Context: an optimization exercise on an open-source flow, tuned for small area, a short achievable clock period and few clock cycles. The choices shown serve that exercise and are no tape-out recipe. In this exercise RTL edits were held to simulation tests only and were not proved equivalent to the original.

== exp/yarrow ==
// param_wallace_multiplier
module param_wallace_multiplier
#(
    parameter int WIDTH = 32
) (
    input  logic                 clk,
    input  logic                 rst,
    input  logic [WIDTH-1:0]     a,
    input  logic [WIDTH-1:0]     b,
    input  logic                 signed_mode,
    input  logic                 in_valid,
    output logic                 in_ready,
    output logic [2*WIDTH-1:0]   product,
    output logic                 out_valid,
    input  logic                 out_ready
);
For scale: about 140 I/O pins, about 28000 µm² of cells after synthesis.
export LEC_CHECK = 0
export ABC_CLOCK_PERIOD_IN_PS = 5000
export CAP_MARGIN = 20
export CORE_MARGIN = 2
export CORE_UTILIZATION = 40
export CTS_BUF_LIST = sky130_fd_sc_hd__clkbuf_4 sky130_fd_sc_hd__clkbuf_8
export SETUP_SLACK_MARGIN = 3.9
export SLEW_MARGIN = 20
create_clock -name core_clock -period 10.0 [get_ports {clk}]
standard.sh (not shown) runs the stock make flow with config.mk's settings and CLKGATE_MAP_FILE= SYNTH_SCRIPT=/design/flow/synth_recipe.tcl, a recipe that flattens the netlist after the stock synthesis.
==> flow/flow/run.sh <==
#!/bin/bash
# Own layout flow: the standard ORFS flow, with Yosys's generic "abc -fast"
# inside "synth" skipped (SYNTH_ARGS=-noabc). That pass re-maps the
# XOR3/majority full-adder logic before ORFS's extract_fa, which then finds the
# adders in inverted form and leaves an inverter on most adder-to-adder nets.
# Everything else (registers, their names, the final ABC mapping, floorplan,
# placement, CTS, routing) is the standard flow.
set -euo pipefail
bash standard.sh SYNTH_ARGS=-noabc finish > standard_flow.log 2>&1
Testbench counts of exp/yarrow, summed over its fixed seeds: cycles 2,408.
Modified inputs, exp/nickel compared to exp/yarrow
Settings: a deleted CTS_BUF_LIST that had been sky130_fd_sc_hd__clkbuf_4 sky130_fd_sc_hd__clkbuf_8; a change of SETUP_SLACK_MARGIN from 3.9 to 4.05.
### Flow results
- First-pass GRT wire length for exp/nickel is lower than for exp/yarrow.
- From exp/nickel to exp/yarrow, proportion of synthesized flip-flops having asynchronous set or reset did not move at all.
- Compared to exp/yarrow, exp/nickel has fmax 0.0041 GHz higher.
- Run comparison: exp/yarrow kind of critical path in -> reg; exp/nickel kind of critical path reg -> out
- NOTE: hold slack in exp/nickel falls short of that of exp/yarrow
- Starting utilization of the core area delta (exp/nickel -> exp/yarrow): insignificant
- From exp/yarrow to exp/nickel the numbers moved as follows: final critical-path setup slack has increased; post-route core utilization has increased; shortest period the worst path allows has decreased; count of TritonRoute iterations in the first routing pass has decreased; register-to-register slack has increased.
Input changes introduced in exp/fjord (baseline for comparison: exp/nickel):
Settings: a change of SETUP_SLACK_MARGIN from 4.05 to 3.9.
==> notes.md <==
exp/fjord vs exp/nickel — met2 layer wire length in the routed design dropped by a few percent. Synthesis-to-layout area growth (higher): exp/nickel. Non-clock buffer count came out lower on exp/fjord than on exp/nickel.
Edits applied to the flow inputs when going from exp/fjord to exp/indigo:
Settings: swapping 3.9 for 4.0 in SETUP_SLACK_MARGIN; putting CTS_BUF_LIST at sky130_fd_sc_hd__clkbuf_4 sky130_fd_sc_hd__clkbuf_8 where nothing was set.
## What came out
- exp/fjord → exp/indigo: critical path required time now larger; wire length after detailed routing went down about 3.6%; global-route wire length before repair fell about 3.2%; first-pass iteration count of the detailed router shows an increase of 2.


Another version of the RTL of param_wallace_multiplier (not shown whole).
For scale: roughly 2600 cells after synthesis, ~130 flip-flops, roughly 140 I/O pins, about 0.027 mm² of cells after synthesis.
==> flow/config.mk <==
export PLATFORM = sky130hd
export DESIGN_NAME = param_wallace_multiplier
export DESIGN_NICKNAME = param_wallace_multiplier
export VERILOG_FILES = /design/flow/design.v
export SDC_FILE = /design/flow/constraint.sdc
export NUM_CORES = 4
export LEC_CHECK = 0
export ABC_CLOCK_PERIOD_IN_PS = 5000
export CAP_MARGIN = 20
export CORE_MARGIN = 2
export CORE_UTILIZATION = 40
export SETUP_SLACK_MARGIN = 4.0
export SLEW_MARGIN = 20
==> flow/constraint.sdc <==
create_clock -name core_clock -period 10.0 [get_ports {clk}]
set_input_delay 2.0000 -clock core_clock [delete_from_list [all_inputs] [get_ports {clk}]]
set_output_delay 2.0000 -clock core_clock [all_outputs]
set_load 0.01 [all_outputs]
==> flow/flow/run.sh <==
#!/bin/bash
# Own layout flow: the standard ORFS flow, with Yosys's generic "abc -fast"
# inside "synth" skipped (SYNTH_ARGS=-noabc). That pass re-maps the
# XOR3/majority full-adder logic before ORFS's extract_fa, which then finds the
# adders in inverted form and leaves an inverter on most adder-to-adder nets.
# Everything else (registers, their names, the final ABC mapping, floorplan,
# placement, CTS, routing) is the standard flow.
set -euo pipefail
bash standard.sh SYNTH_ARGS=-noabc SYNTH_OPERATIONS_ARGS=-nordff finish > standard_flow.log 2>&1
The baseline went through all stages and came out clean.
Testbench counts at the start, summed over its fixed seeds: cycles 2,408.
Change:
--- a/flow/flow/run.sh
+++ b/flow/flow/run.sh
@@ -7,3 +7,3 @@
 # placement, CTS, routing) is the standard flow.
 set -euo pipefail
-bash standard.sh SYNTH_ARGS=-noabc SYNTH_OPERATIONS_ARGS=-nordff finish > standard_flow.log 2>&1
+bash standard.sh SYNTH_ARGS=-noabc finish > standard_flow.log 2>&1
Wire length rose by a few percent.
Cell area rises slightly.
Change:
Settings changed: CORE_UTILIZATION 40 to 55.
What happened:
- The new run passed the timing, design-rule and antenna checks
- final area climbs by 2.1%
- die area drops by 27%
- non-clock buffer count climbs by 57
- cell count drops by 5.5%
- wire length climbs by 4.2%
- utilization climbs by 20 points
- global-route usage climbs by 11 points


param_wallace_multiplier again, from the RTL that the note above started with.
==> flow/config.mk <==
export PLATFORM = sky130hd
export DESIGN_NAME = param_wallace_multiplier
export DESIGN_NICKNAME = param_wallace_multiplier
export VERILOG_FILES = /design/flow/design.v
export SDC_FILE = /design/flow/constraint.sdc
export NUM_CORES = 4
export LEC_CHECK = 0
export ABC_AREA = 1
export ABC_CLOCK_PERIOD_IN_PS = 5000
export CAP_MARGIN = 20
export CORE_MARGIN = 2
export CORE_UTILIZATION = 40
export SETUP_SLACK_MARGIN = 4.0
export SLEW_MARGIN = 20
==> flow/constraint.sdc <==
create_clock -name core_clock -period 10.0 [get_ports {clk}]
set_input_delay 2.0000 -clock core_clock [delete_from_list [all_inputs] [get_ports {clk}]]
set_output_delay 2.0000 -clock core_clock [all_outputs]
set_load 0.01 [all_outputs]
==> flow/flow/run.sh <==
#!/bin/bash
# Own layout flow: the standard ORFS flow, with Yosys's generic "abc -fast"
# inside "synth" skipped (SYNTH_ARGS=-noabc). That pass re-maps the
# XOR3/majority full-adder logic before ORFS's extract_fa, which then finds the
# adders in inverted form and leaves an inverter on most adder-to-adder nets.
# Everything else (registers, their names, the final ABC mapping, floorplan,
# placement, CTS, routing) is the standard flow.
set -euo pipefail
bash standard.sh SYNTH_ARGS=-noabc finish > standard_flow.log 2>&1
The starting point finished clean.
Testbench counts at the start, summed over its fixed seeds: cycles 2,408.
Change:
--- a/flow/config.mk
+++ b/flow/config.mk
@@ -7,3 +7,2 @@
 export LEC_CHECK = 0
-export ABC_AREA = 1
 export ABC_CLOCK_PERIOD_IN_PS = 5000
@@ -12,3 +11,3 @@
 export CORE_UTILIZATION = 40
-export SETUP_SLACK_MARGIN = 4.0
+export SETUP_SLACK_MARGIN = 4.15
 export SLEW_MARGIN = 20
The new run produced a clean layout.
Core utilization rose by 1.8 points.
Cell area is lower by a few percent.
Clock-buffer cell count stays the same.
Sequential share of layout area climbs by 0.29 points.
Synthesized area went down by a few percent.
Setup slack gains 160 ps.
Worst hold slack gets worse by 96 ps.
Change:
--- a/flow/config.mk
+++ b/flow/config.mk
@@ -11,3 +11,3 @@
 export CORE_UTILIZATION = 40
-export SETUP_SLACK_MARGIN = 4.15
+export SETUP_SLACK_MARGIN = 3.5
 export SLEW_MARGIN = 20
=> The changed run produced a clean layout; maximum frequency drops by about 8%; final area goes down by about 11%; via count falls by about 3.8%; die area is unchanged; setup slack got worse by 510 ps.
Change:
--- a/flow/config.mk
+++ b/flow/config.mk
@@ -11,3 +11,3 @@
 export CORE_UTILIZATION = 40
-export SETUP_SLACK_MARGIN = 3.5
+export SETUP_SLACK_MARGIN = 4.5
 export SLEW_MARGIN = 20
Utilization goes up by 14 points; final cell count goes up by roughly a tenth; sequential cell count stays the same; wire length goes up by about a fifth; setup slack gets better by 610 ps; final area goes up by a quarter to a third; via count goes up by roughly a tenth; die area does not change.


RTL: one of the versions met above, not the one the previous note started from.
Size in the first run: ~120 flip-flops, ~0.028 mm² of cells after synthesis.
// param_wallace_multiplier
module param_wallace_multiplier
#(
    parameter int WIDTH = 32
) (
    input  logic                 clk,
    input  logic                 rst,
    input  logic [WIDTH-1:0]     a,
    input  logic [WIDTH-1:0]     b,
    input  logic                 signed_mode,
    input  logic                 in_valid,
    output logic                 in_ready,
    output logic [2*WIDTH-1:0]   product,
    output logic                 out_valid,
    input  logic                 out_ready
);
==> flow/config.mk <==
export PLATFORM = sky130hd
export DESIGN_NAME = param_wallace_multiplier
export DESIGN_NICKNAME = param_wallace_multiplier
export VERILOG_FILES = /design/flow/design.v
export SDC_FILE = /design/flow/constraint.sdc
export NUM_CORES = 4
export LEC_CHECK = 0
export ABC_CLOCK_PERIOD_IN_PS = 5000
export CAP_MARGIN = 20
export CORE_MARGIN = 2
export CORE_UTILIZATION = 40
export SETUP_SLACK_MARGIN = 4.0
export SLEW_MARGIN = 20
==> flow/constraint.sdc <==
create_clock -name core_clock -period 10.0 [get_ports {clk}]
set_input_delay 2.0000 -clock core_clock [delete_from_list [all_inputs] [get_ports {clk}]]
set_output_delay 2.0000 -clock core_clock [all_outputs]
set_load 0.01 [all_outputs]
Scripts as last shown in full above: flow/flow/run.sh
Testbench counts at the start, summed over its fixed seeds: cycles 2,408.
Change:
--- a/flow/flow/run.sh
+++ b/flow/flow/run.sh
@@ -8,2 +8,2 @@
 set -euo pipefail
-bash standard.sh SYNTH_ARGS=-noabc finish > standard_flow.log 2>&1
+bash standard.sh SYNTH_ARGS=-noabc SETUP_MOVE_SEQUENCE=unbuffer,sizeup,swap finish > standard_flow.log 2>&1
Outcome: Final cell count fell by 3.6%. Clock-buffer cell count stays the same. Synthesized cell count is unchanged.
Change:
--- a/flow/flow/run.sh
+++ b/flow/flow/run.sh
@@ -8,2 +8,2 @@
 set -euo pipefail
-bash standard.sh SYNTH_ARGS=-noabc SETUP_MOVE_SEQUENCE=unbuffer,sizeup,swap finish > standard_flow.log 2>&1
+bash standard.sh SYNTH_ARGS=-noabc finish > standard_flow.log 2>&1
GPL_ROUTABILITY_DRIVEN = 0   (was default)
After rerunning: Count of clock-buffer cells in the layout stays the same; worst setup slack gets better by 0.37 ns; final area grows by 5.6%; clock skew grows by 0.0060 ns; global-route usage grows by 1.2 points; final cell count grows by 4.1%.
Change:
--- a/flow/flow/run.sh
+++ b/flow/flow/run.sh
@@ -8,2 +8,2 @@
 set -euo pipefail
-bash standard.sh SYNTH_ARGS=-noabc finish > standard_flow.log 2>&1
+bash standard.sh SYNTH_ARGS=-noabc SETUP_MOVE_SEQUENCE=unbuffer,sizeup,swap,buffer finish > standard_flow.log 2>&1
GPL_ROUTABILITY_DRIVEN = default   (was 0)
Outcome:
- The new run finished clean
- via count decreases by 4.0%
- design area shrinks by 2.3%
- sequential share of layout area rises by 0.26 points
- global-route usage came out lower by 0.93 points
- synthesized cell count is unchanged
- flip-flop and latch count stays the same


build 45:
param_wallace_multiplier with an RTL version that a note above also has.
Size in the first run: ~2900 cells after synthesis, roughly 130 flip-flops, roughly 140 I/O pins.
clock: 10.0 ns
lec_check: 0
abc_clock_period_in_ps: 5000
cap_margin: 20
core_margin: 2
core_utilization: 40
setup_slack_margin: 3.0
slew_margin: 20
==> flow/flow/run.sh <==
#!/bin/bash
# Own layout flow: the standard ORFS flow, with Yosys's generic "abc -fast"
# inside "synth" skipped (SYNTH_ARGS=-noabc). That pass re-maps the
# XOR3/majority full-adder logic before ORFS's extract_fa, which then finds the
# adders in inverted form and leaves an inverter on most adder-to-adder nets.
# Everything else (registers, their names, the final ABC mapping, floorplan,
# placement, CTS, routing) is the standard flow.
set -euo pipefail
bash standard.sh SYNTH_ARGS=-noabc finish > standard_flow.log 2>&1
Build 45: flow completed, timing, DRC and antenna clean
Testbench counts of build 45, summed over its fixed seeds: cycles 2,408.
Input-level comparison between build 2 and build 45:
Settings: a change of SLEW_MARGIN from 20 to 0; a change of CAP_MARGIN from 20 to 0; a change of SETUP_SLACK_MARGIN from 3.0 to 4.0.
Findings:
Build 45 ended up with in2reg as its class of the most critical setup path; build 2 ended up with reg2out.
Diff build 45 -> build 2: global-route usage up 0.57 points; flip-flop and latch count flat; layout buffer count excluding clock buffers up 44%.
What build 30 does differently from build 2 at the input level:
Settings: SLEW_MARGIN changed from 0 to 20; ABC_CLOCK_PERIOD_IN_PS changed from 5000 to 2500; CAP_MARGIN changed from 0 to 20.
==> notes.md <==
- Build 30: done, clean on timing, DRC and antenna
- | fraction of the mapped netlist area in simple logic gates | build 2 vs build 30 | ≈ equal |
- Worst hold-check slack of build 30 is on par with build 2.
- XOR/XNOR share of the synthesized area came out exactly the same in build 30 and build 2.
- Build 30 -> build 2: number of clock-tree buffers in the layout delta 0, exact match
- Build 2 -> build 30: via count flat
- Reported for build 30 and build 2, global-route wire length before repair turned out identical to the last digit.
> inputs changed (build 30 -> build 50)
Settings: ABC_CLOCK_PERIOD_IN_PS: 2500 -> 5000; PLACE_DENSITY: unset -> 0.75.
Results
- Summary of build 50 over build 30: number of clock sinks seen by CTS level, post-synth design cell area level.
- Diff build 30 -> build 50: sequential share of layout area rose 0.17 points; total detailed-routing wirelength fell 5.0%.
- Changes observed in build 50 relative to build 30: worst setup slack decreased 120 ps; global-route total usage across every layer down 1.5 points; final area went down about 1.5%.


Another version of the RTL of param_wallace_multiplier (not shown whole).
For scale: ~3,900 cells after synthesis, roughly 190 flip-flops, ~140 I/O pins.
## param_wallace_multiplier
module param_wallace_multiplier
#(
    parameter int WIDTH = 32
) (
    input  logic                 clk,
    input  logic                 rst,
    input  logic [WIDTH-1:0]     a,
    input  logic [WIDTH-1:0]     b,
    input  logic                 signed_mode,
    input  logic                 in_valid,
    output logic                 in_ready,
    output logic [2*WIDTH-1:0]   product,
    output logic                 out_valid,
    input  logic                 out_ready
);
make LEC_CHECK=0 ABC_CLOCK_PERIOD_IN_PS=5000 CAP_MARGIN=20 CORE_MARGIN=2 CORE_UTILIZATION=40 SETUP_SLACK_MARGIN=4.5 SLEW_MARGIN=20 finish   # period 10.0 ns
run.sh (not shown) runs the stock make flow with config.mk's settings and CLKGATE_MAP_FILE= SYNTH_SCRIPT=/design/flow/synth_recipe.tcl, a recipe that flattens the netlist after the stock synthesis.
Stock flow here: none of the scripts above is used.
The first run went through all stages and came out clean.
Testbench counts at the start, summed over its fixed seeds: cycles 2,408.
==> next run, changes <==
Settings changed: ABC_CLOCK_PERIOD_IN_PS 5000 to unset, SETUP_SLACK_MARGIN 4.5 to unset.
The changed run went through all stages and came out clean.
Via count is lower by 2.5%.
Setup slack loses 910 ps.
Routed wire length fell by 6.3%.
Clock skew hardly moves.
Clock-buffer cell count drops by 1.
Critical path depth went down by 1.
Final area goes down by 6.1%.
First-iteration DRC count climbs by 1.9%.

[re-timing with driven ports]
How much do the figures lean on ideal ports? The routed layouts below were timed once more, with nothing changed but the port constraints.
Step 1 sets driving cells, clkbuf_16 on the clock port and buf_2 on the other inputs (assumed; they add their load-dependent delay and slew).
Step 2 also shifts input and output timing later by t, the mid clock arrival at the registers, as if the neighbouring blocks saw the same clock.
Three values: ideal ports, drivers, drivers and shift; two values: the first two.
run | t (ns) | setup WS [ns] | pins driven straight from the clock port
exp/yarrow | 0.621 | 3.892 / 3.867 / 3.245 | 1
exp/nickel | 0.556 | 4.043 / 3.983 / 3.537 | 1
exp/fjord | 0.553 | 3.882 / 3.818 / 3.344 | 1
exp/indigo | 0.603 | 3.932 / 3.972 / 3.368 | 1
the first run of note 2 | 0.562 | 3.782 / 3.722 / 3.428 | 1
the second run of note 2 | 0.559 | 4.059 / 3.992 / 3.546 | 1
the third run of note 2 | 0.557 | 3.853 / 3.896 / 3.339 | 1
the first run of note 3 | 0.478 | 3.915 / 3.953 / 3.474 | 1
the second run of note 3 | 0.558 | 4.073 / 4.065 / 3.559 | 1
the third run of note 3 | 0.554 | 3.562 / 3.552 / 3.033 | 1
the fourth run of note 3 | 0.552 | 4.175 / 4.179 / 3.627 | 1
the first run of note 4 | 0.538 | 3.997 / 3.932 / 3.489 | 1
the second run of note 4 | 0.540 | 3.599 / 3.607 / 3.067 | 1
the third run of note 4 | 0.567 | 3.973 / 3.949 / 3.448 | 1
the fourth run of note 4 | 0.541 | 3.634 / 3.643 / 3.102 | 1
build 45 | 0.556 | 3.136 / 3.174 / 2.618 | 1
build 2 | 0.559 | 4.059 / 3.992 / 3.546 | 1
build 30 | 0.559 | 4.059 / 3.992 / 3.546 | 1
build 50 | 0.542 | 3.939 / 3.984 / 3.442 | 1
the first run of note 6 | 0.552 | 3.147 / 3.074 / 3.625 | 1
the second run of note 6 | 0.579 | 2.240 / 2.171 / 2.751 | 1
After both steps setup and hold are still met in every run listed. For exp/yarrow, which loses most, drivers alone change the setup slack by -0.025 ns; drivers and shift together by -0.647 ns.
